This is an optimization exercise on Yosys and OpenROAD, whose aim is small area and a short achievable clock period, not a production implementation. In this exercise RTL edits were held to simulation tests only and were not proved equivalent to the original. Power and IR drop assume default switching activity.

$ cat design.v
package tdc_pkg;
   localparam int N_CH   = 8;
   localparam int INT_W  = 11;
   localparam int FRAC_W = 11;
   localparam int SCALE  = 50;
   localparam int ACC_W  = 16;
   localparam int EV_W   = 20;
   localparam int ACC_SW = 36;
   localparam int OUT_W  = 37;
endpackage
module tdc_add_tree (
   input  logic        clk,
   input  logic        rst,
   input  logic [87:0] int_data,
   input  logic [87:0] frac_data,
   input  logic [7:0]  ch_mask,
   input  logic        v3,
   output logic [19:0] ev_o
);
   logic [3:0][11:0] pi_q, pf_q;
   logic [13:0]      si_q, sf_q;
   logic [19:0]      e2_q, e3_q, e4_q;
   always_ff @(posedge clk) begin
      for (int j = 0; j < 4; j++) begin
         pi_q[j] <= 12'(ch_mask[2*j]   ? int_data[22*j      +: 11] : 11'd0)
                  + 12'(ch_mask[2*j+1] ? int_data[22*j + 11 +: 11] : 11'd0);
         pf_q[j] <= 12'(ch_mask[2*j]   ? frac_data[22*j      +: 11] : 11'd0)
                  + 12'(ch_mask[2*j+1] ? frac_data[22*j + 11 +: 11] : 11'd0);
      end
      si_q <= 14'(pi_q[0]) + 14'(pi_q[1]) + 14'(pi_q[2]) + 14'(pi_q[3]);
      sf_q <= 14'(pf_q[0]) + 14'(pf_q[1]) + 14'(pf_q[2]) + 14'(pf_q[3]);
      e2_q <= {si_q, 5'd0} + {1'b0, si_q, 4'd0} + {5'd0, si_q, 1'b0} + {6'd0, sf_q};
      e3_q <= e2_q;
   end
   always_ff @(posedge clk or posedge rst) begin
      if (rst) begin
         e4_q <= '0;
      end else begin
         e4_q <= v3 ? e3_q : 20'd0;
      end
   end
   assign ev_o = e4_q;
endmodule
module tdc_time_accum (
   input  logic        clk,
   input  logic        rst,
   input  logic [87:0] int_data,
   input  logic [87:0] frac_data,
   input  logic [7:0]  ch_mask,
   input  logic        start,
   input  logic [15:0] acc_len,
   input  logic        acc_clear,
   output logic [36:0] out_sum,
   output logic [15:0] out_cnt,
   output logic        out_dval,
   output logic        busy
);
   logic [4:0]       vld_q;
   logic [4:0][15:0] len_q;
   logic             le1_q;     
   logic [19:0]      ev;        
   tdc_add_tree u_tree (
      .clk       (clk),
      .rst       (rst),
      .int_data  (int_data),
      .frac_data (frac_data),
      .ch_mask   (ch_mask),
      .v3        (vld_q[3]),
      .ev_o      (ev)
   );
   always_ff @(posedge clk or posedge rst) begin
      if (rst) begin
         vld_q <= '0;
      end else begin
         vld_q <= {vld_q[3:0], start};
      end
   end
   always_ff @(posedge clk) begin
      len_q <= {len_q[3:0], acc_len};
      le1_q <= (len_q[3][15:1] == 15'd0);
   end
   logic        acc_st_q;    
   logic [35:0] acc_q;
   logic [15:0] rem_q;       
   logic [15:0] blen_q;      
   logic [35:0] sum_q;
   logic [15:0] ocnt_q;
   logic        dval_q;
   logic [35:0] add;
   logic        last, finish, done;
   assign add    = acc_q + 36'(ev);
   assign last   = (rem_q == 16'd2);
   assign finish = acc_st_q ? last : le1_q;
   assign done   = vld_q[4] & finish & ~acc_clear;
   always_ff @(posedge clk or posedge rst) begin
      if (rst) begin
         acc_st_q <= 1'b0;
         acc_q    <= '0;
         sum_q    <= '0;
         ocnt_q   <= '0;
         dval_q   <= 1'b0;
      end else begin
         if (acc_clear) begin
            acc_st_q <= 1'b0;
         end else if (vld_q[4]) begin
            acc_st_q <= ~finish;
         end
         acc_q <= (acc_clear | (vld_q[4] & finish)) ? 36'd0 : add;
         if (done) begin
            sum_q  <= add;
            ocnt_q <= acc_st_q ? blen_q : 16'd1;
         end
         dval_q <= done;
      end
   end
   always_ff @(posedge clk) begin
      if (vld_q[4]) begin
         rem_q <= acc_st_q ? rem_q - 16'd1 : len_q[4];
      end
      if (vld_q[4] & ~acc_st_q) begin
         blen_q <= len_q[4];
      end
   end
   assign out_sum  = {1'b0, sum_q};
   assign out_cnt  = ocnt_q;
   assign out_dval = dval_q;
   assign busy     = acc_st_q | (|vld_q);
endmodule
module tdc_time_accum_top (
   input  logic         clk,
   input  logic         rst,
   input  logic [87:0]  int_data,
   input  logic [87:0]  frac_data,
   input  logic [7:0]   ch_mask,
   input  logic         start,
   input  logic [15:0]  acc_len,
   input  logic         acc_clear,
   output logic [36:0]  out_sum,
   output logic [15:0]  out_cnt,
   output logic         out_dval,
   output logic         busy
);
   tdc_time_accum u_accum (
      .clk       (clk),
      .rst       (rst),
      .int_data  (int_data),
      .frac_data (frac_data),
      .ch_mask   (ch_mask),
      .start     (start),
      .acc_len   (acc_len),
      .acc_clear (acc_clear),
      .out_sum   (out_sum),
      .out_cnt   (out_cnt),
      .out_dval  (out_dval),
      .busy      (busy)
   );
endmodule
$ cat config.mk
export PLATFORM = sky130hd
export DESIGN_NAME = tdc_time_accum_top
export DESIGN_NICKNAME = tdc_time_accum_top
export VERILOG_FILES = /design/flow/design.v
export SDC_FILE = /design/flow/constraint.sdc
export NUM_CORES = 4
export LEC_CHECK = 0
export ABC_CLOCK_PERIOD_IN_PS = 2000
export CAP_MARGIN = 20
export CORE_MARGIN = 2
export CORE_UTILIZATION = 40
export PLACE_DENSITY = 0.6
export SETUP_SLACK_MARGIN = 1.8
export SLEW_MARGIN = 20
$ cat constraint.sdc
create_clock -name core_clock -period 4.0 [get_ports {clk}]
set_input_delay 0.8000 -clock core_clock [delete_from_list [all_inputs] [get_ports {clk}]]
set_output_delay 0.8000 -clock core_clock [all_outputs]
set_load 0.01 [all_outputs]
$ cat run.sh
#!/bin/bash
# synth_recipe.tcl (not shown) runs the flow's synth.tcl, then flattens the netlist and writes it again
# the make line also repeats each setting of config.mk as NAME=value (left out here)
make -C /OpenROAD-flow-scripts/flow DESIGN_CONFIG=/design/flow/config.mk WORK_HOME=/design/flow/orfs CLKGATE_MAP_FILE= SYNTH_SCRIPT=/design/flow/synth_recipe.tcl finish
==> results of run 1 <==
-- path summary, 6_finish.rpt --
check / end / slack, ns / cells past startpoint
setup / recovery: u_accum.u_tree.sf_q[13] / 0.58 / 13
hold / removal: u_accum.len_q[35] / 0.31 / 0
setup reg to reg: u_accum.u_tree.sf_q[13] / 0.58 / 13
hold reg to reg: u_accum.len_q[35] / 0.31 / 0
max in group asynchronous: u_accum.vld_q[4] / 2.57 / 3
min in group asynchronous: u_accum.acc_q[20] / 0.72 / 2
-- per-stage QoR --
stage                     power, mW  cells  cell area, um^2  utilization [%]
final                          19.7   3214            28900             57.7
after detailed placement       14.0   2966            24200             48.4
after global placement         13.8   2966            24200             48.4
after global routing           21.3   3213            28800             57.7
after floorplan                12.1   2062            21100                -
after CTS                      19.2   3180            28100             56.2
-- kinds of logic (layout without fill, tap and decap cells) --
logic type,after synthesis,in the layout,synth area share [%]
AOI/OAI and AO/OA,328,328,10.4
xor gates and xnor gates,114,114,4.95
adders and majority gates,244,244,18.1
buffers and inverters,306,773,5.77
DFF,392,392,43.4
muxes,3,3,0.155
other,1,5,0.0186
and+or+nand+nor,674,683,17.2
-- cells in the final DEF, fill, tap and decap left out, types with 13 or more instances in the layout --
master / netlist / layout
nor2b_1: 35 / 27
or4_1: 16 / 14
and2_4: 0 / 53
dfxtp_1: 245 / 236
xor2_1: 35 / 34
nor2_1: 138 / 112
dlygate4sd2_1: 0 / 73
buf_6: 0 / 36
nand2_2: 0 / 14
o21a_1: 13 / 13
clkbuf_1: 40 / 14
inv_1: 257 / 212
clkbuf_16: 0 / 44
a21oi_2: 0 / 37
nor3_1: 36 / 31
buf_12: 0 / 17
clkdlybuf4s50_1: 0 / 138
dfrtp_1: 115 / 112
nand2_4: 0 / 30
fa_2: 0 / 13
o211ai_1: 15 / 15
a31oi_1: 22 / 18
ha_4: 0 / 51
nand2_1: 153 / 108
nand3_2: 0 / 15
ha_1: 166 / 110
nor2_2: 0 / 16
buf_2: 6 / 16
o21ai_2: 0 / 38
xnor2_1: 79 / 73
edfxtp_1: 32 / 32
buf_4: 2 / 120
inv_2: 0 / 40
buf_16: 0 / 13
a21o_1: 25 / 25
and2_1: 189 / 136
o21ai_0: 79 / 28
fa_1: 78 / 65
a21oi_1: 88 / 45
nand3_1: 30 / 15
-- sequential cells by signal, summed over array words and instances, names as in the netlist --
signal / count
u_accum.u_tree.e4_q: 20
u_accum.u_tree.pi_q: 48
u_accum.u_tree.e3_q: 20
u_accum.u_tree.pf_q: 48
u_accum.vld_q: 5
u_accum.dval_q: 1
u_accum.acc_q: 36
u_accum.u_tree.e2_q: 20
u_accum.rem_q: 16
u_accum.ocnt_q: 16
u_accum.acc_st_q: 1
u_accum.le1_q: 1
u_accum.sum_q: 36
u_accum.u_tree.si_q: 14
u_accum.blen_q: 16
u_accum.len_q: 80
u_accum.u_tree.sf_q: 14
-- critical path: stages, from the launching register on --
cell and delay [ns]:
dfxtp_2 0.32, inv_2 0.03, fa_1 0.56, inv_2 0.05
fa_2 0.46, ha_4 0.18, fa_2 0.34, a21o_1 0.17
a21oi_2 0.16, nor2b_1 0.06, o21a_1 0.18, o41a_1 0.35
a311oi_2 0.31, a21oi_1 0.12
-- power breakdown --
| part | internal [mW] | switching (mW) |
|---|---|---|
| clock network | 2.20 | 1.60 |
| logic | 5.30 | 5.51 |
| registers | 4.83 | 0.256 |
| total | 12.3 | 7.36 |
-- timing repair --
item / 4_1_cts / 5_1_grt
pin swaps: 246 / 152
setup endpoints to repair: 258 / 170
setup buffers: 110 / 30
gates resized for setup: 541 / 162
gates cloned: 26 / 0
-- layer usage --
metal / track usage (%) / wire, um
met1: 22.6 / 20800
met2: 35.4 / 26300
met3: 5.01 / 2880
met4: 5.27 / 1110
met5: 0 / 168
-- cell usage after synthesis (all sizes together), types with 16 or more instances --
master and n:
a21o 25, a21oi 88, a31oi 22, and2 189
clkbuf 40, dfrtp 115, dfxtp 245, edfxtp 32
fa 78, ha 166, inv 257, nand2 153
nand2b 16, nand3 30, nor2 138, nor2b 35
nor3 36, o21ai 79, or4 17, xnor2 79
xor2 35
-- area by class of cell --
class / count / share of cell area (%)
diodes: 4 / 0.0347
clock buffers: 62 / 4.19
multi-input cells: 1373 / 43.3
repair buffers: 438 / 15.2
well taps: 672 / 2.91
clock inverters: 16 / 0.559
flip-flops and latches: 392 / 30.4
inverters: 257 / 3.41
==> impl_metrics.json, run 1 <==
{
  "coreArea_mm2": 0.0500,
  "hold_viol_final": 0,
  "synthDistinctLibCells": 59,
  "port_buffers": 257,
  "worstPathRequired_ns": 4.44,
  "syn_nets": 2510,
  "track_usage_pct": 19.5,
  "synth_ff_type": "dfxtp_1",
  "timing.hold.ws_ns": 0.313,
  "grt-ovfl-total": 0,
  "cts_buffer_depth": 3,
  "crit_type": "reg -> reg",
  "syn_to_final_growth_pct": 43.2,
  "regArea_mm2": 0.00876,
  "cts.htree.levels": 2,
  "worst_pin_slew_ns": 0.756,
  "grt_max_degree": 36,
  "dp_hpwl_um": 36100,
  "avgRoutedWirePerCell_um": 16.0,
  "fin_skew_ns": 0.0329,
  "root_buffer": "clkbuf_16",
  "synth.top_cell.area_share_pct": 24.3,
  "power_density_mw_per_mm2": 682,
  "synth.avg_cell_area_um2": 9.77,
  "crit_path_max_fanout": 2,
  "initial_core_util_pct": 40.3,
  "yosys.area.top_type": "dfxtp_1",
  "ys_warn_count": 2,
  "cp-startpoint": "u_accum.u_tree.pf_q[1]",
  "cts_hold_buf": 0,
  "num-nets-final": 2952,
  "drive_above_1_share_pct": 28.3,
  "fin_ws_ns": 0.584,
  "ios": 259,
  "finalCriticalPeriod_ns": 3.42,
  "hp-class": "reg -> reg",
  "reg2reg_from": "u_accum.u_tree.pf_q[1]",
  "clock_sinks": 392,
  "clk_pin_slew_worst_paths_ns": 0.06,
  "ys_seq_area_share_pct": 43.4,
  "drt_iter0_drc": 741,
  "antenna_found_initial": 17,
  "cellLeakagePower_nw": 13.1,
  "rows": 82,
  "die_x_um": 228,
  "status": "complete, no violations",
  "syn_area_mm2": 0.0202,
  "drc_errors": 0,
  "clock.fmax_mhz": 293,
  "die_h_um": 228,
  "wirelength_um": 51300,
  "ir_drop_uv": 617,
  "hp-start": "u_accum.len_q[19]",
  "synth_edf_count": 32,
  "grt_pass1_vias": 16400,
  "numCtsBuffers": 42,
  "critical_path_arrival_ns": 3.85,
  "synth_cells": 2062,
  "viasPerCell": 4.85,
  "fillers": 4177,
  "multiInputGateArea_mm2": 0.0125,
  "cts_tree": "yes",
  "max_cap_viol_count": 0,
  "post-route-period-util_pct": 85.4,
  "die_area_mm2": 0.0522,
  "finalSetupTns_ns": 0,
  "grt_first_pass_wirelength_um": 82700,
  "ant_nets": 0,
  "rsz0062_at_grt": "true",
  "first_pass_iters": 5,
  "cp-start-kind": "flop",
  "drv_slew": 0,
  "vias": 15600,
  "ys_seq_elements": 392,
  "cp-end-kind": "flop",
  "place_congestion": 0.878,
  "slew-limit-headroom_pct": 49.5,
  "synth.area.top_cells": "dfxtp_1 24%, dfrtp_1 14%, ha_1 10%",
  "worstSkewPairLatency_ns": 0.58,
  "synthArstFlopShare_pct": 29.3,
  "setup_viol": 0,
  "post-place-ws_ns": 0.305
}
==> run 2, diff against run 1 <==
--- a/config.mk
+++ b/config.mk
@@ -5,10 +5,8 @@
 export SDC_FILE = /design/flow/constraint.sdc
 export NUM_CORES = 4
 export LEC_CHECK = 0
-export ABC_CLOCK_PERIOD_IN_PS = 2000
 export CAP_MARGIN = 20
 export CORE_MARGIN = 2
 export CORE_UTILIZATION = 40
 export PLACE_DENSITY = 0.6
-export SETUP_SLACK_MARGIN = 1.8
 export SLEW_MARGIN = 20
==> impl_metrics.json, run 2 <==
{
  "pwr-share-clk_pct": 22.8,
  "crit_path_max_fanout": 2,
  "finalCriticalPeriod_ns": 3.70,
  "synth_ff_type": "dfxtp_1",
  "hold_depth": 0,
  "synth.avg_cell_area_um2": 9.77,
  "seq_power_share_pct": 29.4,
  "port_buffers": 257,
  "layout_common_cells": "257 x clkdlybuf4s50_1, 256 x inv_1, 245 x dfxtp_1",
  "ys_seq_area_share_pct": 43.4,
  "power_density_mw_per_mm2": 688,
  "coreArea_mm2": 0.0500,
  "track_usage_pct": 17.2,
  "cpMaxStageDelayCell": "fa_1",
  "drv_slew": 0,
  "dp_hpwl_um": 36700,
  "largestRegisters": "u_accum.len_q (80), u_accum.u_tree.pf_q (48), u_accum.u_tree.pi_q (48)",
  "drt_iter0_drc": 520,
  "cts_resized": 0,
  "rows": 82,
  "synth_xor_area_share_pct": 4.95,
  "die_h_um": 228,
  "synth_top_family_by_area": "adder cells",
  "post-route-period-util_pct": 92.5,
  "status": "complete, no violations",
  "synthArstFlopShare_pct": 29.3,
  "ys_warn_count": 2,
  "crit_path_cell_trace": "inv_1 > fa_1 > fa_1 > inv_1 > ha_1 > fa_1 > a21o_1 > a21oi_1 > nor2b_1 > o21a_1 > o41ai_1 > o211ai_1 > o31a_1",
  "stdcell_count": 3042,
  "switchingPower_mw": 6.31,
  "cts_tree": "yes",
  "numCtsBuffers": 42,
  "antenna_found_initial": 7,
  "wirelength_um": 44600,
  "ir_drop_uv": 583,
  "synth_fa_ha_area_share_pct": 18.1,
  "grt_max_degree": 67,
  "switching_share_pct": 36.7,
  "syn_nets": 2510,
  "post-cts-setup-buffers": 0,
  "synth-compound-area-share_pct": 10.4,
  "synthDistinctLibCells": 59,
  "die_x_um": 228,
  "final_common_cell": "clkdlybuf4s50_1",
  "synth_cells": 2062,
  "fin_skew_ns": 0.0200,
  "critPathMaxStageDelay_ns": 0.51,
  "finalSetupTns_ns": 0,
  "initial_core_util_pct": 40.3,
  "synth.top_cell.area_share_pct": 24.3,
  "avgRoutedWirePerCell_um": 14.7,
  "drive_above_1_share_pct": 4.22,
  "clock.fmax_mhz": 270,
  "worstPathRequired_ns": 4.45,
  "holdPathEnd": "u_accum.len_q[31]",
  "grt_pass1_vias": 14700,
  "yosysMostFrequentCell": "inv_1",
  "critical-path-top-delay-family": "adder cells",
  "critical_path_arrival_ns": 4.15,
  "num-nets-final": 2783,
  "synth_edf_count": 32,
  "syn_to_final_growth_pct": 23.9,
  "cts.htree.levels": 2,
  "cellLeakagePower_nw": 11.5,
  "largest_reg_flops": 80,
  "reg2regPathDepth": 13,
  "slew-limit-headroom_pct": 48.0,
  "power_frac_comb_pct": 47.8,
  "path_buf_inv": 2,
  "synthSimpleGateAreaFrac_pct": 17.2,
  "cts_buffer_depth": 3,
  "r2r_slack_ns": 0.30,
  "vias": 14300,
  "hp-start": "u_accum.len_q[15]",
  "crit_type": "reg -> reg",
  "yosys.area.top_type": "dfxtp_1",
  "rsz0062_at_grt": "false",
  "worstSkewPairLatency_ns": 0.57,
  "syn_area_mm2": 0.0202,
  "synth_mux_area_share_pct": 0.155,
  "fillers": 4609,
  "clk_pin_slew_worst_paths_ns": 0.06,
  "grt-ovfl-total": 0,
  "root_buffer": "clkbuf_16",
  "hold_viol_final": 0,
  "timing.hold.ws_ns": 0.322,
  "grt_first_pass_wirelength_um": 72700,
  "worst_pin_slew_ns": 0.780,
  "regMostFlops": "u_accum.len_q",
  "synthTopCellsByCount": "257 x inv_1, 245 x dfxtp_1, 189 x and2_1, 166 x ha_1, 153 x nand2_1",
  "first_pass_iters": 5,
  "place_inst": 2963,
  "cts_hold_buf": 0,
  "hp-class": "reg -> reg",
  "cp-start-kind": "flop",
  "drc_errors": 0,
  "ys_seq_elements": 392,
  "synth.area.top_cells": "dfxtp_1 24%, dfrtp_1 14%, ha_1 10%",
  "crit_top_cell": "fa_1",
  "max_cap_viol_count": 0,
  "cp-end-kind": "flop",
  "reg2reg_from": "u_accum.u_tree.pi_q[1]",
  "ios": 259,
  "ant_nets": 0,
  "die_area_mm2": 0.0522,
  "place_congestion": 0.896,
  "r2r_end": "u_accum.u_tree.si_q[13]",
  "setup_viol": 0,
  "internal_power_mw": 10.9,
  "viasPerCell": 4.70,
  "clock_sinks": 392
}
run 2: cell counts after synthesis:
Identical to the previous run, type by type.
run 2: worst max-delay path by stage:
stage                             from  cells past startpoint                      end
6_report        u_accum.u_tree.pi_q[1]                     13  u_accum.u_tree.si_q[13]
5_1_grt        u_accum.u_tree.pi_q[13]                     13  u_accum.u_tree.si_q[13]
4_1_cts         u_accum.u_tree.pi_q[1]                     13  u_accum.u_tree.si_q[13]
3_5_place_dp                ch_mask[2]                     11  u_accum.u_tree.pf_q[23]
3_3_place_gp                ch_mask[2]                     11  u_accum.u_tree.pf_q[23]
2_1_floorplan                      rst                      1         u_accum.acc_q[0]
run 2: area by class of cell:
cell class / instances / area, um^2 / share of cell area [%]
inverter: 257 / 967 / 3.87
multi-input combinational: 1364 / 10300 / 41.0
timing repair buffer: 278 / 2730 / 10.9
clock inverter: 14 / 171 / 0.686
antenna: 1 / 2.50 / 0.0100
tap: 672 / 841 / 3.37
sequential: 392 / 8740 / 35.0
clock buffer: 64 / 1270 / 5.07
run 2: kinds of logic (layout without fill, tap and decap cells):
group,Yosys count,count (layout)
AOI/OAI and AO/OA,328,328
xor gates and xnor gates,114,114
adders and majority gates,244,244
buffers and inverters,306,613
DFF,392,392
muxes,3,3
other,1,2
and+or+nand+nor,674,674
run 2: metrics by stage:
step	util, %	area, um^2	power, mW	worst slack [ns]
2_1_floorplan	-	20200	11.5	0.156
3_3_place_gp	47.1	23500	13.1	0.249
3_5_place_dp	47.1	23500	13.3	0.157
4_1_cts	50.0	25000	17.3	0.274
5_1_grt	50.0	25000	18.7	0.00710
6_report	50.0	25000	17.2	0.299
run 2: metal layers:
metal | part of all wire, % | GRT usage (%) | routed length [um] | vias to the layer above
met5 | 0.18 | 0 | 81 | -
met4 | 2.8 | 6.27 | 1270 | 12
met3 | 5.1 | 3.83 | 2290 | 82
met2 | 46 | 28.9 | 20700 | 304
met1 | 45 | 21.7 | 20300 | 6528
li1 | - | - | - | 7363
run 2: power groups by stage:
stage	sequential (mW)	clock, mW	combinational, mW
6_report	5.05	3.92	8.21
5_1_grt	5.11	4.21	9.39
4_1_cts	5.06	4.05	8.24
3_5_place_dp	5.14	0	8.17
3_3_place_gp	5.13	0	7.99
2_1_floorplan	5.06	0	6.44

[re-timing with driven ports]
Ports are ideal in the flow. The routed layouts listed here were re-timed in OpenROAD.
Step 1 assumes that a clkbuf_16 drives the clock port and a buf_2 every other input.
Step 2, shift: input delay + t, output delay - t, t = (earliest + latest rising clock arrival at the registers) / 2. This alone moves slack from input paths to output paths.
Three values: ideal ports, drivers, drivers and shift; two values: the first two.
run	shift t [ns]	setup WS [ns]	slew at the worst register clock pin (ns)
run 1	0.615	0.584 / 0.584 / 0.584	0.06 / 0.06
run 2	0.614	0.299 / 0.299 / 0.146	0.06 / 0.06
After both steps every run listed still meets setup and hold. The setup slack of run 2, which loses most, moves by 0.000 ns with the drivers and by -0.153 ns with both steps.
